What follows belongs to an exercise in optimizing a design on an open flow for small area, a short achievable clock period and few clock cycles per item; a production flow would make more cautious choices.
The RTL was checked by simulation tests, not by an equivalence proof against the original design.

==> design.v <==
package aes_pkg;
   localparam int BYTE_W = 8;
   typedef logic [BYTE_W-1:0] lane_t;
endpackage
module sb_xor2 (input logic a, b, output logic y); assign y = a ^ b; endmodule
module sb_xnor2 (input logic a, b, output logic y); assign y = ~(a ^ b); endmodule
module sb_nand2 (input logic a, b, output logic y); assign y = ~(a & b); endmodule
module sb_nor2 (input logic a, b, output logic y); assign y = ~(a | b); endmodule
module sb_nand2b (input logic an, b, output logic y); assign y = ~(~an & b); endmodule
module sb_nor2b (input logic a, bn, output logic y); assign y = ~(a | ~bn); endmodule
module sb_mux2i (input logic s, a0, a1, output logic y); assign y = ~(s ? a1 : a0); endmodule
module sb_mux2 (input logic s, a0, a1, output logic y); assign y = s ? a1 : a0; endmodule
module sb_inv (input logic a, output logic y); assign y = ~a; endmodule
module sbox_st0 (input logic [7:0] si, input logic inv, output logic [11:0] so);
   logic n1;
   logic n2;
   logic n3;
   logic n4;
   logic n5;
   logic n6;
   logic n7;
   logic n8;
   logic n9;
   logic n10;
   logic n11;
   logic n12;
   logic n15;
   logic n16;
   logic n17;
   logic n18;
   logic n19;
   logic n20;
   logic n21;
   logic n22;
   logic T2;
   logic T3;
   logic T5;
   logic T6;
   logic T7;
   logic T8;
   logic T9;
   logic T11;
   logic T12;
   logic T14;
   logic T18;
   logic T20;
   logic T21;
   logic T22;
   logic T23;
   logic T24;
   logic T25;
   logic T26;
   logic T27;
   logic M1;
   logic M2;
   logic M3;
   logic M4;
   logic M5;
   logic M6;
   logic M7;
   logic M8;
   logic M9;
   logic M10;
   logic M11;
   logic M12;
   logic M13;
   logic M14;
   logic M15;
   logic M16;
   logic M17;
   logic M18;
   logic M19;
   sb_xor2 g0 (.a(si[2]), .b(si[5]), .y(n1));
   sb_xnor2 g1 (.a(si[1]), .b(si[6]), .y(n2));
   sb_xor2 g2 (.a(si[0]), .b(si[3]), .y(n3));
   sb_xor2 g3 (.a(si[4]), .b(si[7]), .y(n4));
   sb_xor2 g4 (.a(si[5]), .b(n3), .y(n5));
   sb_xnor2 g5 (.a(si[1]), .b(n4), .y(n6));
   sb_xor2 g6 (.a(si[2]), .b(n4), .y(n7));
   sb_xor2 g7 (.a(si[0]), .b(n1), .y(n8));
   sb_xor2 g8 (.a(si[6]), .b(n3), .y(n9));
   sb_xnor2 g9 (.a(si[4]), .b(n2), .y(n10));
   sb_xnor2 g10 (.a(si[3]), .b(n2), .y(n11));
   sb_xnor2 g11 (.a(si[7]), .b(n1), .y(n12));
   sb_mux2i g12 (.s(inv), .a0(si[0]), .a1(n12), .y(n15));
   sb_mux2i g13 (.s(inv), .a0(si[1]), .a1(n9), .y(n16));
   sb_mux2i g14 (.s(inv), .a0(si[2]), .a1(n6), .y(n17));
   sb_mux2i g15 (.s(inv), .a0(si[3]), .a1(n8), .y(n18));
   sb_mux2i g16 (.s(inv), .a0(si[4]), .a1(n11), .y(n19));
   sb_mux2i g17 (.s(inv), .a0(si[5]), .a1(n7), .y(n20));
   sb_mux2i g18 (.s(inv), .a0(si[6]), .a1(n5), .y(n21));
   sb_mux2i g19 (.s(inv), .a0(si[7]), .a1(n10), .y(n22));
   sb_xor2 g20 (.a(n22), .b(n19), .y(so[6]));
   sb_xor2 g21 (.a(n22), .b(n17), .y(T2));
   sb_xor2 g22 (.a(n22), .b(n16), .y(T3));
   sb_xor2 g23 (.a(n19), .b(n17), .y(so[7]));
   sb_xor2 g24 (.a(n18), .b(n16), .y(T5));
   sb_xor2 g25 (.a(so[6]), .b(T5), .y(T6));
   sb_xnor2 g26 (.a(n21), .b(n20), .y(T7));
   sb_xnor2 g27 (.a(n15), .b(T6), .y(T8));
   sb_xor2 g28 (.a(n15), .b(T7), .y(T9));
   sb_xnor2 g29 (.a(T6), .b(T7), .y(so[3]));
   sb_xor2 g30 (.a(n21), .b(n17), .y(T11));
   sb_xnor2 g31 (.a(n20), .b(n17), .y(T12));
   sb_xor2 g32 (.a(T3), .b(so[7]), .y(so[4]));
   sb_xnor2 g33 (.a(T6), .b(T11), .y(T14));
   sb_xor2 g34 (.a(T5), .b(T11), .y(so[2]));
   sb_xnor2 g35 (.a(T5), .b(T12), .y(so[0]));
   sb_xor2 g36 (.a(T9), .b(so[0]), .y(so[1]));
   sb_xnor2 g37 (.a(n19), .b(n15), .y(T18));
   sb_xor2 g38 (.a(T7), .b(T18), .y(so[5]));
   sb_xor2 g39 (.a(so[6]), .b(so[5]), .y(T20));
   sb_xor2 g40 (.a(n16), .b(n15), .y(T21));
   sb_xnor2 g41 (.a(T7), .b(T21), .y(T22));
   sb_xor2 g42 (.a(T2), .b(T22), .y(T23));
   sb_xnor2 g43 (.a(T2), .b(so[3]), .y(T24));
   sb_xnor2 g44 (.a(T20), .b(so[1]), .y(T25));
   sb_xnor2 g45 (.a(T3), .b(so[0]), .y(T26));
   sb_xnor2 g46 (.a(so[6]), .b(T12), .y(T27));
   sb_nand2 g47 (.a(so[4]), .b(T6), .y(M1));
   sb_nand2 g48 (.a(T23), .b(T8), .y(M2));
   sb_xor2 g49 (.a(T14), .b(M1), .y(M3));
   sb_nand2b g50 (.an(n15), .b(so[5]), .y(M4));
   sb_xnor2 g51 (.a(M4), .b(M1), .y(M5));
   sb_nand2 g52 (.a(T3), .b(so[0]), .y(M6));
   sb_nand2 g53 (.a(T22), .b(T9), .y(M7));
   sb_xor2 g54 (.a(T26), .b(M6), .y(M8));
   sb_nand2 g55 (.a(T20), .b(so[1]), .y(M9));
   sb_xor2 g56 (.a(M9), .b(M6), .y(M10));
   sb_nand2 g57 (.a(so[6]), .b(so[2]), .y(M11));
   sb_nand2 g58 (.a(so[7]), .b(T27), .y(M12));
   sb_xor2 g59 (.a(M12), .b(M11), .y(M13));
   sb_nand2 g60 (.a(T2), .b(so[3]), .y(M14));
   sb_xnor2 g61 (.a(M14), .b(M11), .y(M15));
   sb_xnor2 g62 (.a(M3), .b(M2), .y(M16));
   sb_xnor2 g63 (.a(M5), .b(T24), .y(M17));
   sb_xnor2 g64 (.a(M8), .b(M7), .y(M18));
   sb_xnor2 g65 (.a(M10), .b(M15), .y(M19));
   sb_xor2 g66 (.a(M16), .b(M13), .y(so[8]));
   sb_xor2 g67 (.a(M17), .b(M15), .y(so[9]));
   sb_xor2 g68 (.a(M18), .b(M13), .y(so[10]));
   sb_xnor2 g69 (.a(M19), .b(T25), .y(so[11]));
endmodule
module sbox_st1 (input logic [11:0] si, input logic inv, output logic [7:0] so);
   logic n10075;
   logic n10076;
   logic n10077;
   logic n10078;
   logic n10079;
   logic n10080;
   logic n10081;
   logic n10082;
   logic n10083;
   logic n10084;
   logic n10085;
   logic M24;
   logic M25;
   logic M26;
   logic M27;
   logic M28;
   logic M29;
   logic M30;
   logic M31;
   logic M32;
   logic M33;
   logic M34;
   logic M35;
   logic M36;
   logic M37;
   logic M38;
   logic M39;
   logic M40;
   logic M41;
   logic M42;
   logic M43;
   logic M44;
   logic M45;
   logic M46;
   logic M47;
   logic M48;
   logic M49;
   logic M50;
   logic M51;
   logic M52;
   logic M53;
   logic M54;
   logic M55;
   logic M56;
   logic M57;
   logic M58;
   logic M59;
   logic M60;
   logic M61;
   logic M62;
   logic M63;
   logic n23;
   logic n24;
   logic n25;
   logic n26;
   logic n27;
   logic n28;
   logic n29;
   logic n30;
   logic n31;
   logic n32;
   logic n33;
   logic n34;
   logic n35;
   logic n36;
   logic n37;
   logic n38;
   logic n39;
   logic n40;
   logic n41;
   logic n42;
   logic n43;
   logic n44;
   logic n45;
   logic n48;
   logic n50;
   logic n51;
   logic n52;
   logic n55;
   sb_xnor2 g0 (.a(si[0]), .b(si[3]), .y(n10075));
   sb_xor2 g1 (.a(si[4]), .b(si[5]), .y(n10076));
   sb_xor2 g2 (.a(si[6]), .b(si[7]), .y(n10077));
   sb_xnor2 g3 (.a(si[2]), .b(n10075), .y(n10078));
   sb_xnor2 g4 (.a(si[1]), .b(n10075), .y(n10079));
   sb_xor2 g5 (.a(si[1]), .b(si[2]), .y(n10080));
   sb_xor2 g6 (.a(si[0]), .b(si[1]), .y(n10081));
   sb_xor2 g7 (.a(si[2]), .b(si[3]), .y(n10082));
   sb_xor2 g8 (.a(si[4]), .b(si[7]), .y(n10083));
   sb_xor2 g9 (.a(n10076), .b(n10077), .y(n10084));
   sb_xor2 g10 (.a(si[5]), .b(si[6]), .y(n10085));
   sb_xnor2 g11 (.a(si[10]), .b(si[11]), .y(M24));
   sb_nand2 g12 (.a(si[10]), .b(si[8]), .y(M25));
   sb_xor2 g13 (.a(si[9]), .b(M25), .y(M26));
   sb_xnor2 g14 (.a(si[8]), .b(si[9]), .y(M27));
   sb_xor2 g15 (.a(si[11]), .b(M25), .y(M28));
   sb_nor2 g16 (.a(M28), .b(M27), .y(M29));
   sb_nor2 g17 (.a(M26), .b(M24), .y(M30));
   sb_nand2 g18 (.a(si[8]), .b(si[11]), .y(M31));
   sb_nor2 g19 (.a(M27), .b(M31), .y(M32));
   sb_xor2 g20 (.a(M27), .b(M25), .y(M33));
   sb_nand2 g21 (.a(si[9]), .b(si[10]), .y(M34));
   sb_nor2 g22 (.a(M24), .b(M34), .y(M35));
   sb_xnor2 g23 (.a(M24), .b(M25), .y(M36));
   sb_xor2 g24 (.a(si[9]), .b(M29), .y(M37));
   sb_xor2 g25 (.a(M32), .b(M33), .y(M38));
   sb_xor2 g26 (.a(si[11]), .b(M30), .y(M39));
   sb_xnor2 g27 (.a(M35), .b(M36), .y(M40));
   sb_xor2 g28 (.a(M38), .b(M40), .y(M41));
   sb_xor2 g29 (.a(M37), .b(M39), .y(M42));
   sb_xor2 g30 (.a(M37), .b(M38), .y(M43));
   sb_xor2 g31 (.a(M39), .b(M40), .y(M44));
   sb_xor2 g32 (.a(M42), .b(M41), .y(M45));
   sb_nand2 g33 (.a(M44), .b(n10078), .y(M46));
   sb_nand2 g34 (.a(M40), .b(n10079), .y(M47));
   sb_nand2 g35 (.a(M39), .b(n10080), .y(M48));
   sb_nand2 g36 (.a(M43), .b(si[0]), .y(M49));
   sb_nand2 g37 (.a(M38), .b(n10081), .y(M50));
   sb_nand2 g38 (.a(M37), .b(si[1]), .y(M51));
   sb_nand2 g39 (.a(M42), .b(si[2]), .y(M52));
   sb_nand2 g40 (.a(M45), .b(n10082), .y(M53));
   sb_nand2 g41 (.a(M41), .b(si[3]), .y(M54));
   sb_nand2 g42 (.a(M44), .b(si[4]), .y(M55));
   sb_nand2 g43 (.a(M40), .b(n10076), .y(M56));
   sb_nand2 g44 (.a(M39), .b(si[5]), .y(M57));
   sb_nand2 g45 (.a(M43), .b(n10083), .y(M58));
   sb_nand2 g46 (.a(M38), .b(n10084), .y(M59));
   sb_nand2 g47 (.a(M37), .b(n10085), .y(M60));
   sb_nand2 g48 (.a(M42), .b(si[6]), .y(M61));
   sb_nand2 g49 (.a(M45), .b(si[7]), .y(M62));
   sb_nand2 g50 (.a(M41), .b(n10077), .y(M63));
   sb_xnor2 g51 (.a(M61), .b(M62), .y(n23));
   sb_xnor2 g52 (.a(M55), .b(n23), .y(n24));
   sb_xor2 g53 (.a(M50), .b(M56), .y(n25));
   sb_xnor2 g54 (.a(M51), .b(M59), .y(n26));
   sb_xnor2 g55 (.a(M49), .b(n25), .y(n27));
   sb_xnor2 g56 (.a(M54), .b(M58), .y(n28));
   sb_xor2 g57 (.a(M46), .b(M48), .y(n29));
   sb_xor2 g58 (.a(M53), .b(n28), .y(n30));
   sb_xor2 g59 (.a(n23), .b(n26), .y(n31));
   sb_xor2 g60 (.a(M60), .b(n29), .y(n32));
   sb_xnor2 g61 (.a(M46), .b(M47), .y(n33));
   sb_xor2 g62 (.a(M52), .b(M53), .y(n34));
   sb_xnor2 g63 (.a(M51), .b(n25), .y(n35));
   sb_xor2 g64 (.a(M50), .b(n30), .y(n36));
   sb_xor2 g65 (.a(M52), .b(n32), .y(n37));
   sb_xor2 g66 (.a(M61), .b(M63), .y(n38));
   sb_xor2 g67 (.a(M49), .b(M58), .y(n39));
   sb_xor2 g68 (.a(n23), .b(n32), .y(n40));
   sb_xnor2 g69 (.a(n29), .b(n39), .y(n41));
   sb_xor2 g70 (.a(M56), .b(n33), .y(n42));
   sb_xor2 g71 (.a(n27), .b(n34), .y(n43));
   sb_xor2 g72 (.a(M48), .b(n35), .y(n44));
   sb_xnor2 g73 (.a(M47), .b(n44), .y(n45));
   sb_xnor2 g74 (.a(n31), .b(n36), .y(so[1]));
   sb_xor2 g75 (.a(n24), .b(n43), .y(so[7]));
   sb_xor2 g76 (.a(M57), .b(n27), .y(n48));
   sb_xnor2 g77 (.a(n31), .b(n41), .y(so[0]));
   sb_xnor2 g78 (.a(n30), .b(n48), .y(n50));
   sb_xnor2 g79 (.a(n34), .b(n42), .y(n51));
   sb_xor2 g80 (.a(n27), .b(n33), .y(n52));
   sb_xor2 g81 (.a(n24), .b(n51), .y(so[6]));
   sb_xnor2 g82 (.a(n40), .b(n50), .y(so[2]));
   sb_xnor2 g83 (.a(n28), .b(n38), .y(n55));
   sb_xor2 g84 (.a(n37), .b(n55), .y(so[5]));
   sb_xnor2 g85 (.a(n24), .b(n45), .y(so[3]));
   sb_xnor2 g86 (.a(n24), .b(n52), .y(so[4]));
endmodule
module sbox_st2 (input logic [7:0] si, input logic inv, output logic [7:0] so);
   logic n59;
   logic n60;
   logic n61;
   logic n62;
   logic n63;
   logic n64;
   logic n65;
   logic n66;
   logic n67;
   logic n68;
   logic n69;
   logic n70;
   sb_xor2 g0 (.a(si[0]), .b(si[3]), .y(n59));
   sb_xnor2 g1 (.a(si[4]), .b(si[7]), .y(n60));
   sb_xnor2 g2 (.a(si[1]), .b(si[6]), .y(n61));
   sb_xnor2 g3 (.a(si[2]), .b(si[5]), .y(n62));
   sb_xnor2 g4 (.a(si[4]), .b(n61), .y(n63));
   sb_xor2 g5 (.a(si[5]), .b(n59), .y(n64));
   sb_xor2 g6 (.a(si[6]), .b(n59), .y(n65));
   sb_xnor2 g7 (.a(si[3]), .b(n61), .y(n66));
   sb_xor2 g8 (.a(si[1]), .b(n60), .y(n67));
   sb_xnor2 g9 (.a(si[2]), .b(n60), .y(n68));
   sb_xor2 g10 (.a(si[7]), .b(n62), .y(n69));
   sb_xnor2 g11 (.a(si[0]), .b(n62), .y(n70));
   sb_mux2i g12 (.s(inv), .a0(si[0]), .a1(n69), .y(so[0]));
   sb_mux2i g13 (.s(inv), .a0(si[1]), .a1(n65), .y(so[1]));
   sb_mux2i g14 (.s(inv), .a0(si[2]), .a1(n67), .y(so[2]));
   sb_mux2i g15 (.s(inv), .a0(si[3]), .a1(n70), .y(so[3]));
   sb_mux2i g16 (.s(inv), .a0(si[4]), .a1(n66), .y(so[4]));
   sb_mux2i g17 (.s(inv), .a0(si[5]), .a1(n68), .y(so[5]));
   sb_mux2i g18 (.s(inv), .a0(si[6]), .a1(n64), .y(so[6]));
   sb_mux2i g19 (.s(inv), .a0(si[7]), .a1(n63), .y(so[7]));
endmodule
module subbytes_stream
#(
   parameter int LANES      = 16,
   parameter int CNT_W      = 32
) (
   input  logic                    clk,
   input  logic                    rst,
   input  logic                    in_valid,
   output logic                    in_ready,
   input  logic [aes_pkg::BYTE_W*LANES-1:0] in_data,
   input  logic                    in_inv,
   input  logic                    in_last,
   output logic                    out_valid,
   input  logic                    out_ready,
   output logic [aes_pkg::BYTE_W*LANES-1:0] out_data,
   output logic                    out_last,
   output logic [CNT_W-1:0]        beat_count
);
   localparam int W1 = 12;
   localparam int W2 = 8;
   logic [W1*LANES-1:0] s1_d, s1_q;
   logic [W2*LANES-1:0] s2_d, s2_q;
   logic [2:1] inv_q, last_q, valid_q;
   logic load, in_fire;
   logic [CNT_W-1:0] cnt_q, cnt_d;
   genvar gi;
   for (gi = 0; gi < LANES; gi++) begin : g_lane
      sbox_st0 u_st0 (.si(in_data[aes_pkg::BYTE_W*gi +: aes_pkg::BYTE_W]), .inv(in_inv), .so(s1_d[W1*gi +: W1]));
      sbox_st1 u_st1 (.si(s1_q[W1*gi +: W1]), .inv(inv_q[1]), .so(s2_d[W2*gi +: W2]));
      sbox_st2 u_st2 (.si(s2_q[W2*gi +: W2]), .inv(inv_q[2]), .so(out_data[aes_pkg::BYTE_W*gi +: aes_pkg::BYTE_W]));
   end
   assign load      = ~valid_q[2] | out_ready;
   assign in_ready  = load;
   assign in_fire   = in_valid & load;
   assign out_valid = valid_q[2];
   assign out_last  = last_q[2];
   beat_count_next #(.W(CNT_W)) u_cnt (.q(cnt_q), .inc(in_fire), .d(cnt_d));
   assign beat_count = cnt_q;
   always_ff @(posedge clk or posedge rst) begin
      if (rst) begin
         valid_q <= '0;
         cnt_q   <= '0;
      end else begin
         if (load) valid_q <= {valid_q[2-1:1], in_valid};
         cnt_q <= cnt_d;
      end
   end
   always_ff @(posedge clk) begin
      if (load) begin
         s1_q <= s1_d;
         inv_q[1] <= in_inv;
         last_q[1] <= in_last;
         s2_q <= s2_d;
         inv_q[2] <= inv_q[1];
         last_q[2] <= last_q[1];
      end
   end
endmodule
module beat_count_next
#(
   parameter int W = 32
) (
   input  logic [W-1:0] q,
   input  logic         inc,
   output logic [W-1:0] d
);
   logic [W-1:0] ones, tn;
   always_comb begin
      ones[0] = 1'b1;
      for (int i = 1; i < W; i++) ones[i] = ones[i-1] & q[i-1];
   end
   sb_xor2 u_b0 (.a(q[0]), .b(inc), .y(d[0]));
   assign tn[0] = 1'b0;
   genvar gi;
   for (gi = 1; gi < W; gi++) begin : g_bit
      sb_nand2 u_t (.a(inc), .b(ones[gi]), .y(tn[gi]));
      sb_xnor2 u_d (.a(q[gi]), .b(tn[gi]), .y(d[gi]));
   end
endmodule
==> flow/run.sh <==
#!/bin/bash
# The standard layout (standard.sh), except that the port buffers that
# buffer_ports inserts are sky130_fd_sc_hd__buf_2 cells instead of its default pick.
set -euo pipefail
export BUFFER_PORTS_ARGS="-buffer_cell sky130_fd_sc_hd__buf_2"
bash standard.sh > standard_make.log 2>&1
==> standard.sh <==
#!/bin/bash
# synth_recipe.tcl (not shown) runs the flow's synth.tcl, then flattens the netlist and writes it again
# the make line also repeats each setting of config.mk as NAME=value (left out here)
make -C /OpenROAD-flow-scripts/flow DESIGN_CONFIG=/design/flow/config.mk WORK_HOME=/design/flow/orfs CLKGATE_MAP_FILE= SYNTH_SCRIPT=/design/flow/synth_recipe.tcl "${@:-finish}"
==> config.mk <==
export PLATFORM = sky130hd
export DESIGN_NAME = subbytes_stream
export DESIGN_NICKNAME = subbytes_stream
export VERILOG_FILES = /design/flow/design.v
export SDC_FILE = /design/flow/constraint.sdc
export NUM_CORES = 8
export LEC_CHECK = 0
export CAP_MARGIN = 20
export CORE_MARGIN = 2
export CORE_UTILIZATION = 45
export CTS_BUF_LIST = sky130_fd_sc_hd__clkbuf_4
export PLACE_DENSITY = 0.6
export SETUP_SLACK_MARGIN = 2.2
export SLEW_MARGIN = 20
export SYNTH_HIERARCHICAL = 1
export SYNTH_MINIMUM_KEEP_SIZE = 0
==> constraint.sdc <==
create_clock -name core_clock -period 5.5 [get_ports {clk}]
set_input_delay 1.1000 -clock core_clock [delete_from_list [all_inputs] [get_ports {clk}]]
set_output_delay 1.1000 -clock core_clock [all_outputs]
set_load 0.01 [all_outputs]
==> impl_metrics.tcl, run 1 <==
set metrics [dict create \
    status "timing/DRC/antenna clean" \
    post-place-cells 4600 \
    hold_slack_ns 0.3838 \
    rsz0062_at_grt "true" \
    fp-row-count 100 \
    hp-class "input pin to asynchronous set/reset pin" \
    synth_area_sq_um 33840 \
    drt-initial-drc-count 747 \
    hpwl_microns 51390 \
    routed_wl_microns 69710 \
    rr_endpoint "s2_q[47]$_DFFE_PP_" \
    nNetsFinal 3889 \
    gp_congestion 0.8358 \
    drive_gt1_frac 0.1779 \
    io_pins 297 \
    crit_buf_inv 3 \
    synth_nets 3460 \
    async_flop_share 0.09497 \
    cts_buffer_depth 3 \
    critPathMaxStageDelay_ns 0.40 \
    required_ns 4.40 \
    drc 0 \
    gr-total-overflow 0 \
    ys_ff_latch 358 \
    ys_seq_area_frac 0.3126 \
    dr.pass1.iters 5 \
    r2r_start "s1_q[69]$_DFFE_PP_" \
    grt.busiest_layer "met2" \
    final_area_sq_um 39580 \
    syn_area_per_cell_sq_um 10.17 \
    grt_pass1_vias 22610 \
    cp-end-kind "output pin" \
    slew_headroom 0.3275 \
    drtAntennaViolNets 0 \
    period_share 0.5878 \
    dieHeight_microns 278.2 \
    grt_max_degree 155 \
    fin_util 0.5316 \
    grt_use_met3 0.03996 \
    clk_latency_ns 0.83 \
    r2r_cells 9 \
    wire_per_inst_microns 14.50 \
    startpoint_type "flop" \
    cts.clk_slew.worst_paths_ns 0.07 \
    grt_first_pass_wirelength_microns 112400 \
    drv_slew 0 \
    use_met1 0.2256 \
    syn_to_final_growth_pct 16.95 \
    ys_warn_count 8 \
    cts_buffers 102 \
    via_per_inst 4.636 \
    clock_sinks 358 \
    crit_path_cell_trace "buf_6 > buf_16 > mux2i_2 > buf_2" \
    root_buffer "clkbuf_4" \
    synth_cell_types 25 \
    fin_crit_ns 3.233 \
    ys.flop_type "edfxtp_1" \
    skew_ns 0.07587 \
    track_usage 0.1769 \
    hold_violations 0 \
    start_util 0.4546 \
    setup_slack_ns 2.267 \
    core_area_sq_um 74450 \
    preCtsSetupSlack_ns 1.284 \
    fmax_ghz 0.3093 \
    cts_tree "yes" \
    crit_arrival_ns 2.13 \
    setup_viol_count_final 0 \
    synth_top_cell_by_area "xor2_1" \
    path_max_fanout 6 \
    worstMarginPinSlew_ns 1.009 \
    ff2ff_setup_slack_ns 2.42 \
    h-tree-depth 3 \
    netlist_instances 3326 \
    port_buffers 296 \
    place_area_sq_um 37520 \
    antenna_found_initial 19 \
    dieArea_sq_um 77410 \
    synth_edf_count 324 \
    cap_violations 0 \
    vias 22280 \
    final_cells 4806 \
    slowest_stage "edfxtp_1" \
    die_x_microns 278.2 \
    crit_type "flop to output pin" \
    path_delay_family "buffers and inverters" \
    met2_usage 0.2963 \
    netlist.area_leader.share 0.2984 \
    synth_area_leaders "xor2_1 30%, edfxtp_1 29%, xnor2_1 24%" \
]
## cell usage in the layout (no fill, tap or decap), types with 7 or more instances in the layout
cell,n
diode_2,8
clkinv_1,27
xnor2_2,65
mux2i_2,73
nor3_1,10
mux2i_1,182
nor2_1,70
edfxtp_1,324
buf_4,11
buf_16,7
nand3_1,7
xor2_2,56
nand2_1,504
nand2b_1,16
buf_2,294
inv_1,10
dfrtp_1,34
clkinv_2,13
xor2_1,1097
xnor2_1,846
clkbuf_4,133
## registers in the layout, summed over array words and instances, names as in the netlist
signal / flops
valid_q: 2
inv_q: 2
s1_q: 192
cnt_q: 32
s2_q: 128
last_q: 2
## worst reg2reg max path: stages, from the launching register on
cell and delay (ns):
edfxtp_1 0.46, xnor2_1 0.31, xor2_1 0.27, xor2_2 0.26
xor2_1 0.33, xor2_1 0.22, nand2_1 0.09, xnor2_1 0.39
xnor2_1 0.31, xor2_1 0.17
## Yosys stat by module (local to each module, per instance), a selection
module           flops+latches  times used
sb_nand2b                    0          16
subbytes_stream            358           1
sb_xor2                      0        1153
sb_mux2i                     0         256
sb_nand2                     0         495
sb_nor2                      0          64
sb_xnor2                     0         911
## stage by stage
step	TNS, ns
after floorplan	-36.91
after global placement	0
after detailed placement	0
after CTS	0
after global routing	0
final	0
## routing by layer
| metal | wire length (microns) | share of wire |
|---|---|---|
| met1 | 31570 | 0.45 |
| met2 | 32640 | 0.47 |
| met3 | 3717 | 0.053 |
| met4 | 1666 | 0.024 |
| met5 | 111 | 0.0016 |
## worst max-delay path by stage
| stage | depth (start not counted) | endpoint | slack [ns] | from |
|---|---|---|---|---|
| 4_1_cts | 4 | out_data[73] | 2.11 | inv_q[2]$_DFFE_PP_ |
| 3_5_place_dp | 10 | s1_q[59]$_DFFE_PP_ | 1.28 | in_inv |
| 3_3_place_gp | 10 | s1_q[23]$_DFFE_PP_ | 1.32 | in_inv |
| 6_report | 4 | out_data[76] | 2.27 | inv_q[2]$_DFFE_PP_ |
| 5_1_grt | 4 | out_data[76] | 2.10 | inv_q[2]$_DFFE_PP_ |
| 2_1_floorplan | 1 | out_data[0] | -0.29 | inv_q[2]$_DFFE_PP_ |
## final cells by class
class	count	area, sq um
fillers	6898	34870
repair buffers	327	2051
clock buffers	133	998.5
multi-input cells	2956	24410
flip-flops and latches	358	10580
well taps	969	1212
clock inverters	45	267.8
diodes	8	20.02
inverters	10	37.54
## kinds of logic (layout without fill, tap and decap cells)
| group | after synthesis | count (layout) | share of synthesized area |
|---|---|---|---|
| XOR/XNOR | 2064 | 2064 | 0.5342 |
| multiplexers | 257 | 257 | 0.07616 |
| buffers and inverters | 12 | 515 | 0.001368 |
| AND/OR/NAND/NOR | 635 | 635 | 0.07565 |
| flip-flops | 358 | 358 | 0.3126 |
| other | 0 | 8 | 0 |
## synth_stat cells, drive strengths merged (4+ instances only)
| cell type | instances |
|---|---|
| xor2 | 1153 |
| xnor2 | 911 |
| nand2 | 504 |
| edfxtp | 324 |
| mux2i | 256 |
| nor2 | 70 |
| dfrtp | 34 |
| nand2b | 17 |
| inv | 10 |
| nor3 | 10 |
| nor4 | 8 |
| nand3 | 7 |
| nand4 | 6 |
| and2 | 5 |
| and3 | 4 |
## repair_timing
item,4_1_cts,5_1_grt
buffers inserted,5,3
resized for setup,16,53
hold buffers,0,0
gates cloned,5,7
endpoints found under the setup margin,128,172
pin swaps,1,0
Testbench counts, summed over its fixed seeds: cycles 4,112, items 4,096.
==> run 2: changes to the inputs <==
--- a/config.mk
+++ b/config.mk
@@ -9,5 +9,5 @@
 export CORE_MARGIN = 2
 export CORE_UTILIZATION = 45
-export CTS_BUF_LIST = sky130_fd_sc_hd__clkbuf_4
+export CTS_BUF_LIST = sky130_fd_sc_hd__clkbuf_4 sky130_fd_sc_hd__clkbuf_8
 export PLACE_DENSITY = 0.6
 export SETUP_SLACK_MARGIN = 2.2
==> run 2 against run 1 <==
  * Still clean
  * Critical path depth fell by 1
  * Non-clock buffer count down 2
  * Worst hold slack better by 0.045 ns
  * Critical path type unchanged
  * Critical endpoint is now out_data[105]
==> impl_metrics.tcl, run 2 <==
set metrics [dict create \
    h-tree-depth 3 \
    ys_ff_latch 358 \
    dieArea_sq_um 77410 \
    synth_top_cell_by_area "xor2_1" \
    fp-row-count 100 \
    cp-end-kind "output pin" \
    drv_slew 0 \
    syn_to_final_growth_pct 16.65 \
    path_delay_family "buffers and inverters" \
    yosys-top-cells-count "1153 x xor2_1, 911 x xnor2_1, 504 x nand2_1" \
    skew_ns 0.03293 \
    grt_first_pass_wirelength_microns 108300 \
    vias 21900 \
    drtAntennaViolNets 0 \
    antenna_found_initial 19 \
    via_per_inst 4.614 \
    crit_path_cell_trace "buf_6 > mux2i_1 > buf_2" \
    cts_buffers 69 \
    clk_latency_ns 0.64 \
    layout_commonest_cell "xor2_1" \
    cts_tree "yes" \
    clock_sinks 358 \
    dr.pass1.iters 4 \
    biggestRegsByFlops "s1_q x192, s2_q x128, cnt_q x32" \
    gr-total-overflow 0 \
    hpwl_microns 51390 \
    drt-initial-drc-count 648 \
    port_buffers 296 \
    crit_type "flop to output pin" \
    core_area_sq_um 74450 \
    hp-class "flop to flop" \
    fin_crit_ns 3.189 \
    final_area_sq_um 39480 \
    mostFrequentLayoutCells "1101 x xor2_1, 848 x xnor2_1, 504 x nand2_1" \
    grt_max_degree 155 \
    yosysMostFrequentCell "xor2_1" \
    status "timing/DRC/antenna clean" \
    critPathMaxStageDelay_ns 0.49 \
    startpoint_type "flop" \
    cts_buffer_depth 3 \
    syn_area_per_cell_sq_um 10.17 \
    required_ns 4.40 \
    drc 0 \
    root_buffer "clkbuf_8" \
    crit_buf_inv 2 \
    ys_warn_count 8 \
    grt_pass1_vias 22130 \
    synth_edf_count 324 \
    die_x_microns 278.2 \
    wire_per_inst_microns 13.94 \
    synth_nets 3460 \
    ys_seq_area_frac 0.3126 \
    synth_cell_types 25 \
    dieHeight_microns 278.2 \
    rsz0062_at_grt "true" \
    gp_congestion 0.8358 \
    hold_buffers 0 \
    nFillCells 6812 \
    cap_violations 0 \
    path_max_fanout 32 \
    fin_util 0.5303 \
    place_area_sq_um 37520 \
    ys.flop_type "edfxtp_1" \
    synth_area_sq_um 33840 \
    largest_reg_flops 192 \
    hold_violations 0 \
    slowest_stage "edfxtp_1" \
    netlist.area_leader.share 0.2984 \
    cts.clk_slew.worst_paths_ns 0.06 \
    io_pins 297 \
    crit_arrival_ns 2.09 \
    setup_viol_count_final 0 \
    regMostFlops "s1_q" \
    start_util 0.4546 \
    netlist_instances 3326 \
    nNetsFinal 3854 \
    async_flop_share 0.09497 \
    synth_area_leaders "xor2_1 30%, edfxtp_1 29%, xnor2_1 24%" \
    fmax_ghz 0.3136 \
    drive_gt1_frac 0.1653 \
    period_share 0.5798 \
    worstMarginPinSlew_ns 0.8632 \
    track_usage 0.1679 \
    routed_wl_microns 66170 \
    slew_headroom 0.4245 \
]
==> run 2: cell types whose count changed in the layout (fill, tap and decap cells not counted), moves of 6 or more <==
cell      delta
buf_16       -6
buf_4        +8
clkbuf_4   -120
clkbuf_8    +72
clkinv_1    -11
mux2i_2     -11
mux2i_4      +7
==> run 2: logic make-up (layout without fill, tap and decap cells) <==
| logic type | after synthesis | in the layout | share of synthesized area |
|---|---|---|---|
| buffers and inverters | 12 | 456 | 0.001368 |
| DFF | 358 | 358 | 0.3126 |
| and+or+nand+nor | 635 | 635 | 0.07565 |
| xor gates and xnor gates | 2064 | 2064 | 0.5342 |
| muxes | 257 | 257 | 0.07616 |
| other | 0 | 7 | 0 |
==> run 2: layout make-up <==
type / count / area (sq um) / area share
timing repair buffer: 325 / 1834 / 0.04646
clock buffer: 85 / 1089 / 0.02757
sequential: 358 / 10580 / 0.2680
tap: 969 / 1212 / 0.03071
inverter: 10 / 37.54 / 0.0009508
multi-input combinational: 2956 / 24420 / 0.6187
antenna: 7 / 17.52 / 0.0004437
clock inverter: 36 / 284.0 / 0.007195
==> run 2: routing by layer <==
layer	share of wire	track usage	wire length, microns
met2	0.47	0.2818	31190
met4	0.021	0.05253	1414
met1	0.46	0.2159	30360
met5	0.0017	0	115
met3	0.047	0.03585	3096
==> run 2: final timing paths <==
path | startpoint | endpoint | slack (ns) | cells past startpoint
hold reg to reg | last_q[1]$_DFFE_PP_ | last_q[2]$_DFFE_PP_ | 0.43 | 0
hold / removal | last_q[1]$_DFFE_PP_ | last_q[2]$_DFFE_PP_ | 0.43 | 0
setup reg to reg | s1_q[105]$_DFFE_PP_ | s2_q[70]$_DFFE_PP_ | 2.42 | 9
max in group asynchronous | rst | cnt_q[22]$_DFF_PP0_ | 4.58 | 3
min in group asynchronous | rst | valid_q[2]$_DFFE_PP0P_ | 0.59 | 3
setup / recovery | inv_q[2]$_DFFE_PP_ | out_data[105] | 2.31 | 3
==> run 2: per-module statistics from Yosys, one instance, submodules excluded, excerpt <==
module,cell area (sq um),cells,copies in the design
subbytes_stream,10630,363,1
sb_xnor2,8.758,1,911
sb_nand2,3.754,1,495
sb_nand2b,6.256,1,16
sb_nor2,3.754,1,64
sb_xor2,8.758,1,1153
sb_mux2i,10.01,1,256
==> run 2: timing repair <==
action,CTS,global route
pin swaps,0,4
cloned,0,2
setup buffers,0,16
resized for setup,3,58
setup endpoints to repair,30,111
==> run 2: per-stage QoR <==
step           std cells  hold slack [ns]  TNS (ns)  setup slack [ns]
6_report            4746           0.4292         0             2.311
5_1_grt             4743           0.4452         0             2.148
4_1_cts             4721           0.4309         0             2.125
3_5_place_dp        4600           0.4089         0             1.284
3_3_place_gp        4600           0.4034         0             1.316
2_1_floorplan       3326           0.4003    -36.91           -0.2884
==> run 3: changes to the inputs <==
--- a/flow/run.sh
+++ b/flow/run.sh
@@ -4,3 +4,4 @@
 set -euo pipefail
 export BUFFER_PORTS_ARGS="-buffer_cell sky130_fd_sc_hd__buf_2"
+export RECOVER_POWER=100
 bash standard.sh > standard_make.log 2>&1
==> run 3 against run 2 <==
  * Now fails the layout checks on max-capacitance violations, max-slew violations
  * Via count grew 0.11%
  * Maximum frequency shrank 24%
  * Synthesized area is the same
  * Final cell count is essentially flat
  * Clock skew shrank 0.0015 ns
  * Cell area shrank 2.5%
  * Register-to-register slack lost 0.60 ns
  * Count of clock-buffer cells in the layout is the same
==> impl_metrics.tcl, run 3 <==
set metrics [dict create \
    synth_cell_types 25 \
    dieArea_sq_um 77410 \
    hp-class "flop to flop" \
    routed_wl_microns 66690 \
    antenna_found_initial 18 \
    ys_seq_area_frac 0.3126 \
    synth_top_cell_by_area "xor2_1" \
    grt_pass1_vias 22130 \
    tns_ns 0 \
    io_pins 297 \
    period_share 0.7631 \
    h-tree-depth 3 \
    place_area_sq_um 37520 \
    crit_arrival_ns 4.55 \
    crit_path_cell_trace "buf_16 > clkbuf_1 > mux2i_1 > xor2_1 > xor2_2 > xnor2_1 > nand2_1 > xnor2_2 > xnor2_1 > xnor2_1" \
    drive_gt1_frac 0.09151 \
    path_delay_family "XOR/XNOR gates" \
    largest_reg_flops 192 \
    nNetsFinal 3854 \
    hold_violations 0 \
    setup_viol_count_final 0 \
    via_per_inst 4.618 \
    worst_path_most_repeated_cell "xnor2_1" \
    drt-initial-drc-count 640 \
    biggestRegsByFlops "s1_q x192, s2_q x128, cnt_q x32" \
    regMostFlops "s1_q" \
    post-place-cells 4600 \
    critPathMaxStageDelay_ns 1.13 \
    syn_to_final_growth_pct 13.77 \
    clock_sinks 358 \
    rsz0062_at_grt "true" \
    ys_ff_latch 358 \
    final_area_sq_um 38500 \
    cp-end-kind "flop" \
    async_flop_share 0.09497 \
    wire_per_inst_microns 14.05 \
    vias 21930 \
    grt_max_degree 155 \
    ys.flop_type "edfxtp_1" \
    netlist_instances 3326 \
    dr.pass1.iters 4 \
    root_buffer "clkbuf_8" \
    fmax_ghz 0.2383 \
    cap_violations 6 \
    drc 0 \
    hold_buffers 0 \
    crit_type "input pin to flop" \
    setup_slack_ns 1.303 \
    mostFrequentLayoutCells "1133 x xor2_1, 891 x xnor2_1, 504 x nand2_1" \
    final_cells 4748 \
    die_x_microns 278.2 \
    synth_area_leaders "xor2_1 30%, edfxtp_1 29%, xnor2_1 24%" \
    preCtsSetupSlack_ns 1.284 \
    required_ns 5.85 \
    drv_slew 444 \
    synth_area_sq_um 33840 \
    syn_area_per_cell_sq_um 10.17 \
    check.faults "max-capacitance violations, max-slew violations" \
    slew_headroom -0.3919 \
    start_util 0.4546 \
    yosysMostFrequentCell "xor2_1" \
    path_max_fanout 22 \
    core_area_sq_um 74450 \
    clk_latency_ns 0.64 \
    fin_crit_ns 4.197 \
    hpwl_microns 51390 \
    worstMarginPinSlew_ns 2.088 \
    slowest_stage "clkbuf_1" \
    gp_congestion 0.8358 \
    cts_tree "yes" \
    nFillCells 7009 \
    startpoint_type "input pin" \
    track_usage 0.1679 \
    fin_util 0.5172 \
    netlist.area_leader.share 0.2984 \
    drtAntennaViolNets 0 \
    skew_ns 0.03145 \
    cts.clk_slew.worst_paths_ns 0.06 \
    cts_buffer_depth 3 \
    ys_warn_count 8 \
    gr-total-overflow 0 \
    port_buffers 296 \
    synth_edf_count 324 \
    cts_buffers 69 \
    layout_commonest_cell "xor2_1" \
    fp-row-count 100 \
    yosys-top-cells-count "1153 x xor2_1, 911 x xnor2_1, 504 x nand2_1" \
    crit_buf_inv 2 \
    grt_first_pass_wirelength_microns 108300 \
    status "complete, but fails checks" \
    synth_nets 3460 \
    dieHeight_microns 278.2 \
]
[run 3: cell counts after synthesis]
No cell type changed its count.
[run 3: logic make-up after synthesis]
logic type             synth area share
flip-flops                       0.3126
multiplexers                    0.07616
buffers and inverters          0.001368
AND/OR/NAND/NOR                 0.07565
XOR/XNOR                         0.5342
[run 3: worst register-to-register path, stage by stage, from the launching register on]
cell and delay (ns):
dfrtp_1 0.37, nand2b_1 1.00, clkbuf_4 1.69
[run 3: per-module statistics from Yosys (local to each module, per instance), excerpt]
module	times used	flip-flops and latches
sb_nand2b	16	0
sb_nor2	64	0
sb_xor2	1153	0
sb_mux2i	256	0
sb_nand2	495	0
subbytes_stream	1	358
sb_xnor2	911	0
[run 3: final timing paths]
path	slack [ns]	startpoint	cells after the start	end
setup / recovery	1.30	in_inv	10	s1_q[155]$_DFFE_PP_
hold / removal	0.43	last_q[1]$_DFFE_PP_	0	last_q[2]$_DFFE_PP_
setup reg to reg	1.82	valid_q[2]$_DFFE_PP0P_	2	s1_q[171]$_DFFE_PP_
hold reg to reg	0.43	last_q[1]$_DFFE_PP_	0	last_q[2]$_DFFE_PP_
max in group asynchronous	3.24	rst	3	cnt_q[22]$_DFF_PP0_
min in group asynchronous	1.16	rst	3	valid_q[2]$_DFFE_PP0P_
[run 3: layout make-up]
cell class              count  area [sq um]  area share
multi-input cells        2956         23720      0.6161
repair buffers            325          1555     0.04039
diodes                      9         22.52   0.0005849
inverters                  10         37.54   0.0009749
flip-flops and latches    358         10580      0.2748
clock buffers              85          1089     0.02827
well taps                 969          1212     0.03149
clock inverters            36         284.0    0.007377
[run 3: per-layer routing]
metal	global-route usage	vias to the layer above	wire, microns
met2	0.2818	296	31270
met4	0.05253	16	1394
met1	0.2159	10000	30780
met5	0	-	103
li1	-	11510	-
met3	0.03585	101	3139
[run 3: metrics by stage]
stage	hold slack, ns
after global placement	0.4034
after floorplan	0.4003
after detailed placement	0.4089
after global routing	0.4452
after CTS	0.4309
final	0.4294
[run 3: what timing repair did]
action / CTS / global route
resized for setup: 3 / 58
cloned: 0 / 2
setup endpoints to repair: 30 / 111
pin swaps: 0 / 4
setup buffers: 0 / 16
==> run 4: changes to the inputs <==
--- a/flow/run.sh
+++ b/flow/run.sh
@@ -4,4 +4,3 @@
 set -euo pipefail
 export BUFFER_PORTS_ARGS="-buffer_cell sky130_fd_sc_hd__buf_2"
-export RECOVER_POWER=100
 bash standard.sh > standard_make.log 2>&1
--- a/config.mk
+++ b/config.mk
@@ -10,4 +10,6 @@
 export CORE_UTILIZATION = 45
 export CTS_BUF_LIST = sky130_fd_sc_hd__clkbuf_4 sky130_fd_sc_hd__clkbuf_8
+export CTS_CLUSTER_DIAMETER = 60
+export CTS_CLUSTER_SIZE = 30
 export PLACE_DENSITY = 0.6
 export SETUP_SLACK_MARGIN = 2.2
==> run 4 against run 3 <==
  * Now clean on timing, DRC and antenna
  * Clock skew increased by 0.015 ns
  * Critical path depth unchanged
  * Routed wire length decreased by 1.6%
  * Final cell count decreased by 0.93%
  * Via count decreased by 0.51%
  * Largest cell class unchanged
  * Count of clock-buffer cells in the layout decreased by 39
==> impl_metrics.tcl, run 4 <==
set metrics [dict create \
    status "timing/DRC/antenna clean" \
    h-tree-depth 2 \
    drv_slew 0 \
    cts_buffer_depth 3 \
    die_x_microns 278.2 \
    hp-class "flop to flop" \
    yosys.area_share.simple 0.07565 \
    mostFrequentLayoutCells "1100 x xor2_1, 851 x xnor2_1, 504 x nand2_1" \
    grt_pass1_vias 21910 \
    regMostFlops "s1_q" \
    synthAdderAreaFrac 0 \
    hpwl_microns 51390 \
    startpoint_type "input pin" \
    cp-end-kind "flop" \
    whs_endpoint "inv_q[2]$_DFFE_PP_" \
    use_met1 0.2155 \
    ff2ff_setup_slack_ns 2.40 \
    worstMarginPinSlew_ns 0.9980 \
    synth_xor_area_frac 0.5342 \
    final_area_sq_um 39160 \
    antenna_found_initial 19 \
    vias 21810 \
    io_pins 297 \
    tns_ns 0 \
    synth_edf_count 324 \
    grt.busiest_layer "met2" \
    crit_type "input pin to flop" \
    synth.area.mux_share 0.07616 \
    ys_seq_area_frac 0.3126 \
    syn_to_final_growth_pct 15.73 \
    r2r_cells 9 \
    synth_nets 3460 \
    required_ns 5.84 \
    synth_compound_area_frac 0 \
    crit_arrival_ns 3.59 \
    drive_gt1_frac 0.1586 \
    async_flop_share 0.09497 \
    setup_viol_count_final 0 \
    root_buffer "clkbuf_8" \
    cts_tree "yes" \
    hold_path.startpoint "inv_q[1]$_DFFE_PP_" \
    drt-initial-drc-count 638 \
    grt_first_pass_wirelength_microns 107700 \
    syn_area_per_cell_sq_um 10.17 \
    start_util 0.4546 \
    synth_top_cell_by_area "xor2_1" \
    layout_commonest_cell "xor2_1" \
    drc 0 \
    hold_violations 0 \
    dieHeight_microns 278.2 \
    synth_area_sq_um 33840 \
    period_share 0.5923 \
    synth_cell_types 25 \
    fmax_ghz 0.3069 \
    met2_usage 0.2828 \
    cts.clk_slew.worst_paths_ns 0.09 \
    hold_buffers 0 \
    via_per_inst 4.637 \
    wire_per_inst_microns 13.96 \
    fin_crit_ns 3.258 \
    nNetsFinal 3831 \
    yosys-top-cells-count "1153 x xor2_1, 911 x xnor2_1, 504 x nand2_1" \
    gr-total-overflow 0 \
    rsz0062_at_grt "true" \
    slew_headroom 0.3347 \
    largest_reg_flops 192 \
    place_area_sq_um 37520 \
    port_buffers 296 \
    routed_wl_microns 65650 \
    r2r_start "s1_q[69]$_DFFE_PP_" \
    cts_buffers 41 \
    path_max_fanout 44 \
    fp-row-count 100 \
    track_usage 0.1661 \
    netlist.area_leader.share 0.2984 \
    ys_warn_count 8 \
    min_path_cells 0 \
    netlist_instances 3326 \
    dr.pass1.iters 5 \
    gp_congestion 0.8358 \
    grt_use_met3 0.03593 \
    core_area_sq_um 74450 \
    yosysMostFrequentCell "xor2_1" \
    ys_ff_latch 358 \
    ys.flop_type "edfxtp_1" \
    biggestRegsByFlops "s1_q x192, s2_q x128, cnt_q x32" \
    dieArea_sq_um 77410 \
    synth_area_leaders "xor2_1 30%, edfxtp_1 29%, xnor2_1 24%" \
    rr_endpoint "s2_q[47]$_DFFE_PP_" \
    clk_latency_ns 0.63 \
    cap_violations 0 \
    skew_ns 0.04663 \
    grt_max_degree 155 \
    synth_top_family_by_area "XOR/XNOR gates" \
    clock_sinks 358 \
    drtAntennaViolNets 0 \
]
run 4: changes by cell type in the layout (fill, tap and decap cells not counted), moves of 6 or more:
cell      before   now
mux2i_2       35    63
buf_4         16    23
xor2_2        20    51
clkbuf_4      15     4
clkbuf_8      72    43
xor2_1      1133  1100
clkbuf_1     172     0
buf_2        128   295
xnor2_2       20    60
xnor2_1      891   851
clkinv_1      16     3
clkinv_2       8     2
mux2i_1      214   186
run 4: worst max-delay path: stages:
cell     delay (ns)
buf_16         0.30
buf_8          0.31
mux2i_2        0.41
xnor2_1        0.19
xnor2_1        0.39
xor2_1         0.31
nand2_1        0.10
xor2_1         0.17
xnor2_1        0.14
xnor2_1        0.12
run 4: layout make-up:
type / instances / area [sq um]
Inverter: 10 / 37.54
Clock inverter: 27 / 424.2
Fill cell: 6854 / 35280
Sequential cell: 358 / 10580
Timing Repair Buffer: 330 / 1872
Multi-Input combinational cell: 2956 / 24410
Clock buffer: 46 / 608.1
Antenna cell: 8 / 20.02
Tap cell: 969 / 1212
run 4: worst max path at each step:
stage / startpoint / endpoint / slack [ns] / cells past startpoint
after global placement: in_inv / s1_q[23]$_DFFE_PP_ / 1.32 / 10
after global routing: inv_q[2]$_DFFE_PP_ / out_data[118] / 2.13 / 4
after CTS: inv_q[2]$_DFFE_PP_ / out_data[76] / 2.14 / 3
final: in_inv / s1_q[23]$_DFFE_PP_ / 2.24 / 10
after floorplan: inv_q[2]$_DFFE_PP_ / out_data[0] / -0.29 / 1
after detailed placement: in_inv / s1_q[59]$_DFFE_PP_ / 1.28 / 10
run 4: metal layers:
metal	up-vias	wire length, microns
li1	11420	-
met1	9997	30320
met2	287	30900
met3	91	3081
met4	18	1238
met5	-	111
run 4: repair_timing:
item                                    in CTS  in global routing
buffers inserted                             1                 20
pin swaps                                    1                  6
endpoints found under the setup margin      27                127
cloned                                       0                  2
gates resized for setup                      3                 58
run 4: per-stage QoR:
stage / setup slack (ns) / hold slack, ns / cells / utilization
2_1_floorplan: -0.2884 / 0.4003 / 3326 / -
3_3_place_gp: 1.316 / 0.4034 / 4600 / 0.5040
3_5_place_dp: 1.284 / 0.4089 / 4600 / 0.5040
4_1_cts: 2.137 / 0.4410 / 4674 / 0.5182
5_1_grt: 2.129 / 0.4563 / 4700 / 0.5259
6_report: 2.242 / 0.4374 / 4704 / 0.5261
run 4: cells by family (layout without fill, tap and decap cells):
group | Yosys count | after routing
XOR/XNOR | 2064 | 2064
buffers and inverters | 12 | 413
flip-flops | 358 | 358
multiplexers | 257 | 257
other | 0 | 8
AND/OR/NAND/NOR | 635 | 635
run 4: Yosys stat by module, one instance, submodules excluded, a selection:
module | flops+latches | times used | cell area [sq um] | cells
sb_nand2 | 0 | 495 | 3.754 | 1
subbytes_stream | 358 | 1 | 10630 | 363
sb_nand2b | 0 | 16 | 6.256 | 1
sb_xnor2 | 0 | 911 | 8.758 | 1
sb_nor2 | 0 | 64 | 3.754 | 1
sb_mux2i | 0 | 256 | 10.01 | 1
sb_xor2 | 0 | 1153 | 8.758 | 1
==> run 5: changes to the inputs <==
--- a/config.mk
+++ b/config.mk
@@ -10,8 +10,6 @@
 export CORE_UTILIZATION = 45
 export CTS_BUF_LIST = sky130_fd_sc_hd__clkbuf_4 sky130_fd_sc_hd__clkbuf_8
-export CTS_CLUSTER_DIAMETER = 60
-export CTS_CLUSTER_SIZE = 30
 export PLACE_DENSITY = 0.6
-export SETUP_SLACK_MARGIN = 2.2
+export SETUP_SLACK_MARGIN = 2.45
 export SLEW_MARGIN = 20
 export SYNTH_HIERARCHICAL = 1
==> run 5 against run 4 <==
  * Cell area is 11% higher
  * Core utilization rose by 5.6 points
  * Count of clock-buffer cells in the layout is 49 higher
  * Global-route usage is 2.1 points higher
  * Worst hold slack lost 0.019 ns
  * Setup slack better by 0.26 ns
  * Critical path depth unchanged
  * Die area unchanged
  * Synthesized area unchanged
  * Sequential cell count unchanged
==> impl_metrics.tcl, run 5 <==
set metrics [dict create \
    fp-row-count 100 \
    grt_max_degree 171 \
    io_pins 297 \
    hold_violations 0 \
    syn_area_per_cell_sq_um 10.17 \
    setup_viol_count_final 0 \
    die_x_microns 278.2 \
    startpoint_type "input pin" \
    layout_commonest_cell "xor2_1" \
    ys_warn_count 8 \
    drive_gt1_frac 0.2538 \
    grt_use_met3 0.03240 \
    netlist.area_leader.share 0.2984 \
    path_max_fanout 18 \
    ys_seq_area_frac 0.3126 \
    critPathMaxStageDelay_ns 0.40 \
    grt_pass1_vias 23890 \
    final_cells 4823 \
    antenna_found_initial 16 \
    required_ns 5.86 \
    syn_to_final_growth_pct 28.03 \
    grt_first_pass_wirelength_microns 119200 \
    cts.clk_slew.worst_paths_ns 0.05 \
    cap_violations 0 \
    regMostFlops "s1_q" \
    cts_buffers 70 \
    worstMarginPinSlew_ns 1.112 \
    ys.flop_type "edfxtp_1" \
    biggestRegsByFlops "s1_q x192, s2_q x128, cnt_q x32" \
    hpwl_microns 55580 \
    hp-class "flop to flop" \
    grt.busiest_layer "met2" \
    crit_arrival_ns 3.35 \
    fmax_ghz 0.3337 \
    use_met1 0.2285 \
    netlist_instances 3326 \
    synth_nets 3460 \
    yosysMostFrequentCell "xor2_1" \
    skew_ns 0.02149 \
    via_per_inst 4.763 \
    hold_buffers 0 \
    synth_cell_types 25 \
    drv_slew 0 \
    wire_per_inst_microns 15.63 \
    clock_sinks 358 \
    gp_congestion 0.8839 \
    drtAntennaViolNets 0 \
    port_buffers 296 \
    crit_path_cell_trace "buf_16 > buf_16 > mux2i_2 > xor2_4 > xor2_2 > buf_4 > xnor2_1 > xor2_1 > xnor2_1 > xor2_1" \
    met2_usage 0.3322 \
    drt-initial-drc-count 773 \
    dieArea_sq_um 77410 \
    slowest_stage "mux2i_2" \
    async_flop_share 0.09497 \
    synth_area_sq_um 33840 \
    largest_reg_flops 192 \
    slew_headroom 0.2584 \
    cp-end-kind "flop" \
    track_usage 0.1875 \
    fin_util 0.5820 \
    drc 0 \
    synth_edf_count 324 \
    status "timing/DRC/antenna clean" \
    vias 22970 \
    cts_buffer_depth 3 \
    dr.pass1.iters 5 \
    root_buffer "clkbuf_8" \
    fin_crit_ns 2.997 \
    clk_latency_ns 0.63 \
    h-tree-depth 3 \
    post-place-cells 4600 \
    synth_area_leaders "xor2_1 30%, edfxtp_1 29%, xnor2_1 24%" \
    nNetsFinal 3924 \
    start_util 0.4546 \
    yosys-top-cells-count "1153 x xor2_1, 911 x xnor2_1, 504 x nand2_1" \
    dieHeight_microns 278.2 \
    ys_ff_latch 358 \
    routed_wl_microns 75400 \
    period_share 0.5449 \
    rsz0062_at_grt "true" \
    gr-total-overflow 0 \
    cts_tree "yes" \
    core_area_sq_um 74450 \
    crit_type "input pin to flop" \
    mostFrequentLayoutCells "988 x xor2_1, 736 x xnor2_1, 504 x nand2_1" \
    synth_top_cell_by_area "xor2_1" \
]
run 5: critical path: cells and delay by family:
| family | cells | cell delay, ns |
|---|---|---|
| multiplexers | 1 | 0.40 |
| buffers and inverters | 3 | 0.64 |
| XOR/XNOR | 6 | 1.11 |
run 5: cell families (layout without fill, tap and decap cells):
group,count (synthesis),in the layout,share of synthesized area
AND/OR/NAND/NOR,635,637,0.07565
XOR/XNOR,2064,2064,0.5342
other,0,9,0
multiplexers,257,257,0.07616
flip-flops,358,358,0.3126
buffers and inverters,12,529,0.001368
run 5: path summary, 6_finish.rpt:
kind | end | cells after the start | slack (ns) | startpoint
min reg2reg | last_q[2]$_DFFE_PP_ | 0 | 0.42 | last_q[1]$_DFFE_PP_
max reg2reg | s2_q[56]$_DFFE_PP_ | 9 | 2.57 | s1_q[93]$_DFFE_PP_
max in group asynchronous | cnt_q[15]$_DFF_PP0_ | 3 | 4.60 | rst
min | last_q[2]$_DFFE_PP_ | 0 | 0.42 | last_q[1]$_DFFE_PP_
min in group asynchronous | cnt_q[19]$_DFF_PP0_ | 3 | 0.57 | rst
max | s1_q[8]$_DFFE_PP_ | 10 | 2.50 | in_inv
run 5: layout make-up:
type	instances	area [sq um]
Sequential cell	358	10580
Fill cell	6307	31120
Clock inverter	32	332.8
Timing Repair Buffer	392	2507
Clock buffer	95	1189
Multi-Input combinational cell	2958	27440
Inverter	10	37.54
Tap cell	969	1212
Antenna cell	9	22.52
run 5: routing by layer:
metal	up-vias	share of wire	wire length (microns)
li1	11540	-	-
met1	10930	0.42	31950
met2	360	0.51	38340
met3	136	0.039	2907
met4	12	0.028	2112
met5	-	0.0011	82
run 5: repair_timing:
item,4_1_cts,5_1_grt
cloned,9,1
gates resized for setup,77,284
endpoints found under the setup margin,254,208
setup buffers,11,66
pin swaps,10,59
run 5: per-module statistics from Yosys, one instance, submodules excluded, excerpt:
module | area, sq um | copies in the design | flops+latches | cells
sb_xor2 | 8.758 | 1153 | 0 | 1
subbytes_stream | 10630 | 1 | 358 | 363
sb_xnor2 | 8.758 | 911 | 0 | 1
sb_nor2 | 3.754 | 64 | 0 | 1
sb_nand2 | 3.754 | 495 | 0 | 1
sb_mux2i | 10.01 | 256 | 0 | 1
sb_nand2b | 6.256 | 16 | 0 | 1
run 5: metrics by stage:
| step | setup TNS (ns) | hold WS (ns) | worst slack (ns) | cell area [sq um] |
|---|---|---|---|---|
| 2_1_floorplan | -36.91 | 0.4003 | -0.2884 | 35520 |
| 3_3_place_gp | 0 | 0.4007 | 1.453 | 38340 |
| 3_5_place_dp | 0 | 0.4054 | 1.373 | 38340 |
| 4_1_cts | 0 | 0.4186 | 2.383 | 40670 |
| 5_1_grt | 0 | 0.4283 | 2.398 | 43320 |
| 6_report | 0 | 0.4185 | 2.503 | 43330 |
==> run 6: changes to the inputs <==
--- a/config.mk
+++ b/config.mk
@@ -8,8 +8,8 @@
 export CAP_MARGIN = 20
 export CORE_MARGIN = 2
-export CORE_UTILIZATION = 45
+export CORE_UTILIZATION = 55
 export CTS_BUF_LIST = sky130_fd_sc_hd__clkbuf_4 sky130_fd_sc_hd__clkbuf_8
-export PLACE_DENSITY = 0.6
-export SETUP_SLACK_MARGIN = 2.45
+export PLACE_DENSITY = 0.7
+export SETUP_SLACK_MARGIN = 2.25
 export SLEW_MARGIN = 20
 export SYNTH_HIERARCHICAL = 1
==> run 6 against run 5 <==
  * Sequential share of layout area grew 2.4 points
  * Non-clock buffer count shrank 60
  * Die area shrank 18%
  * Global-route usage grew 2.2 points
  * Synthesized cell count is the same
  * Worst hold slack gained 0.0060 ns
  * Count of clock-buffer cells in the layout shrank 13
  * Setup slack lost 0.25 ns
  * Sequential cell count is the same
  * Maximum frequency shrank 7.8%
  * Largest cell class unchanged
  * Register-to-register slack lost 0.12 ns
==> impl_metrics.tcl, run 6 <==
set metrics [dict create \
    seq_area_sq_um 10580 \
    ys_warn_count 8 \
    synth_cell_types 25 \
    root_buffer "clkbuf_8" \
    ys_ff_latch 358 \
    h-tree-depth 2 \
    final_cells 4555 \
    hold_buffers 0 \
    regMostFlops "s1_q" \
    netlist.area_leader.share 0.2984 \
    via_per_inst 4.975 \
    crit_type "input pin to flop" \
    cts_buffer_depth 3 \
    hp-class "flop to flop" \
    drtAntennaViolNets 0 \
    status "timing/DRC/antenna clean" \
    syn_area_per_cell_sq_um 10.17 \
    nFillCells 4861 \
    cap_violations 0 \
    clk_latency_ns 0.68 \
    dieHeight_microns 252.1 \
    synth_edf_count 324 \
    yosysMostFrequentCell "xor2_1" \
    track_usage 0.2094 \
    multiInputGateArea_sq_um 24710 \
    drc 0 \
    synth_nets 3460 \
    clock_sinks 358 \
    cts.clk_slew.worst_paths_ns 0.06 \
    drt-initial-drc-count 922 \
    cts_buffers 61 \
    antenna_found_initial 8 \
    drive_gt1_frac 0.1734 \
    netlist_instances 3326 \
    vias 22660 \
    fmax_ghz 0.3076 \
    grt_max_degree 122 \
    tns_ns 0 \
    largest_reg_flops 192 \
    crit_arrival_ns 3.65 \
    biggestRegsByFlops "s1_q x192, s2_q x128, cnt_q x32" \
    mostFrequentLayoutCells "1091 x xor2_1, 827 x xnor2_1, 504 x nand2_1" \
    post-place-cells 4414 \
    fin_crit_ns 3.251 \
    die_x_microns 252.1 \
    drv_slew 0 \
    synth_area_leaders "xor2_1 30%, edfxtp_1 29%, xnor2_1 24%" \
    grt_pass1_vias 23690 \
    rsz0062_at_grt "true" \
    fp-row-count 90 \
    ys.flop_type "edfxtp_1" \
    synth_top_cell_by_area "xor2_1" \
    worstMarginPinSlew_ns 0.9075 \
    required_ns 5.90 \
    core_area_sq_um 60580 \
    nNetsFinal 3853 \
    path_max_fanout 45 \
    hpwl_microns 54150 \
    cts_tree "yes" \
    period_share 0.5911 \
    fin_util 0.6507 \
    layout_commonest_cell "xor2_1" \
    io_pins 297 \
    hold_violations 0 \
    setup_viol_count_final 0 \
    port_buffers 296 \
    yosys-top-cells-count "1153 x xor2_1, 911 x xnor2_1, 504 x nand2_1" \
    dr.pass1.iters 5 \
    gp_congestion 0.8970 \
    cp-end-kind "flop" \
    skew_ns 0.02101 \
    ys_seq_area_frac 0.3126 \
    start_util 0.5586 \
    wire_per_inst_microns 14.77 \
    startpoint_type "input pin" \
    dieArea_sq_um 63530 \
    gr-total-overflow 0 \
    grt_first_pass_wirelength_microns 111200 \
    async_flop_share 0.09497 \
    syn_to_final_growth_pct 16.50 \
    slew_headroom 0.3950 \
    routed_wl_microns 67300 \
    synth_area_sq_um 33840 \
]
[run 6: worst paths after layout]
path / from / cells after the start / to / slack (ns)
worst max-delay path: in_inv / 10 / s1_q[191]$_DFFE_PP_ / 2.25
min in group asynchronous: rst / 3 / cnt_q[20]$_DFF_PP0_ / 0.53
worst min-delay path: inv_q[1]$_DFFE_PP_ / 0 / inv_q[2]$_DFFE_PP_ / 0.42
worst min register to register: inv_q[1]$_DFFE_PP_ / 0 / inv_q[2]$_DFFE_PP_ / 0.42
worst max register to register: s1_q[45]$_DFFE_PP_ / 9 / s2_q[25]$_DFFE_PP_ / 2.45
max in group asynchronous: rst / 3 / cnt_q[9]$_DFF_PP0_ / 4.66
[run 6: kinds of logic (layout without fill, tap and decap cells)]
group                  after synthesis  in the layout  share of synthesized area
XOR/XNOR                          2064           2064                     0.5342
multiplexers                       257            257                    0.07616
AND/OR/NAND/NOR                    635            635                    0.07565
flip-flops                         358            358                     0.3126
buffers and inverters               12            451                   0.001368
other                                0              8                          0
[run 6: critical path: stages]
cell and delay, ns:
clkbuf_16 0.28, buf_6 0.29, mux2i_2 0.39, xor2_2 0.32, xor2_2 0.30, xnor2_1 0.24, nand2_1 0.15, xnor2_2 0.17
xnor2_1 0.20, xnor2_1 0.09
[run 6: per-layer routing]
metal | vias to the layer above | wire (microns) | part of all wire | track usage
met5 | - | 13 | 0.00019 | 0
met1 | 10710 | 28740 | 0.43 | 0.2522
li1 | 11460 | - | - | -
met3 | 126 | 2593 | 0.039 | 0.03363
met4 | 2 | 2119 | 0.031 | 0.07033
met2 | 366 | 33830 | 0.50 | 0.3788
[run 6: area by class of cell]
class / instances / area share
antenna: 8 / 0.0005078
tap: 782 / 0.02482
sequential: 358 / 0.2684
timing repair buffer: 332 / 0.04732
clock buffer: 82 / 0.02561
multi-input combinational: 2956 / 0.6267
clock inverter: 27 / 0.005681
inverter: 10 / 0.0009521
[run 6: per-stage QoR]
| stage | setup slack, ns | area (sq um) | hold slack (ns) |
|---|---|---|---|
| detailed placement | 1.276 | 37270 | 0.4110 |
| floorplan | -0.2884 | 34680 | 0.4003 |
| global route | 2.105 | 39420 | 0.4283 |
| finish | 2.249 | 39420 | 0.4245 |
| CTS | 2.133 | 38540 | 0.4271 |
| global placement | 1.396 | 37270 | 0.4044 |
[run 6: what timing repair did]
action	CTS	global route
setup endpoints to repair	126	172
gates resized for setup	8	95
buffers inserted	0	23
hold endpoints to repair	0	0
gates cloned	0	1
pin swaps	0	10
[run 6: per-module statistics from Yosys, one instance, submodules excluded, a selection]
module,cells inside,area (sq um)
sb_mux2i,1,10.01
sb_nand2,1,3.754
sb_nand2b,1,6.256
sb_nor2,1,3.754
sb_xnor2,1,8.758
sb_xor2,1,8.758
subbytes_stream,363,10630

==> separate check: timing with driven ports <==
How much do the figures lean on ideal ports? The routed layouts below were timed once more, with nothing changed but the port constraints.
Step 1 assumes that a clkbuf_16 drives the clock port and a buf_2 every other input.
Step 2, shift: input delay + t, output delay - t, t = (earliest + latest rising clock arrival at the registers) / 2. This alone moves slack from input paths to output paths.
Slacks: no drivers / after step 1 / after step 2; pairs: no drivers / after step 1.
run	shift t [ns]	setup WS [ns]	hold slack, ns	clock arrival spread, ns	worst data-port slew with drivers (ns)
run 1	0.850	2.267 / 2.211 / 1.481	0.384 / 0.351 / 0.424	0.087 / 0.087	0.12
run 2	0.674	2.311 / 2.252 / 1.619	0.429 / 0.429 / 0.429	0.041 / 0.041	0.20
run 3	0.675	1.303 / 1.167 / 0.492	0.429 / 0.429 / 0.429	0.040 / 0.039	0.20
run 4	0.659	2.242 / 2.209 / 1.550	0.437 / 0.437 / 0.437	0.055 / 0.055	0.12
run 5	0.683	2.503 / 2.308 / 1.624	0.419 / 0.419 / 0.419	0.027 / 0.027	0.27
run 6	0.712	2.249 / 2.247 / 1.535	0.424 / 0.424 / 0.424	0.027 / 0.027	0.12
The setup slack of run 5, which loses most, moves by -0.195 ns with the drivers and by -0.879 ns with both steps.
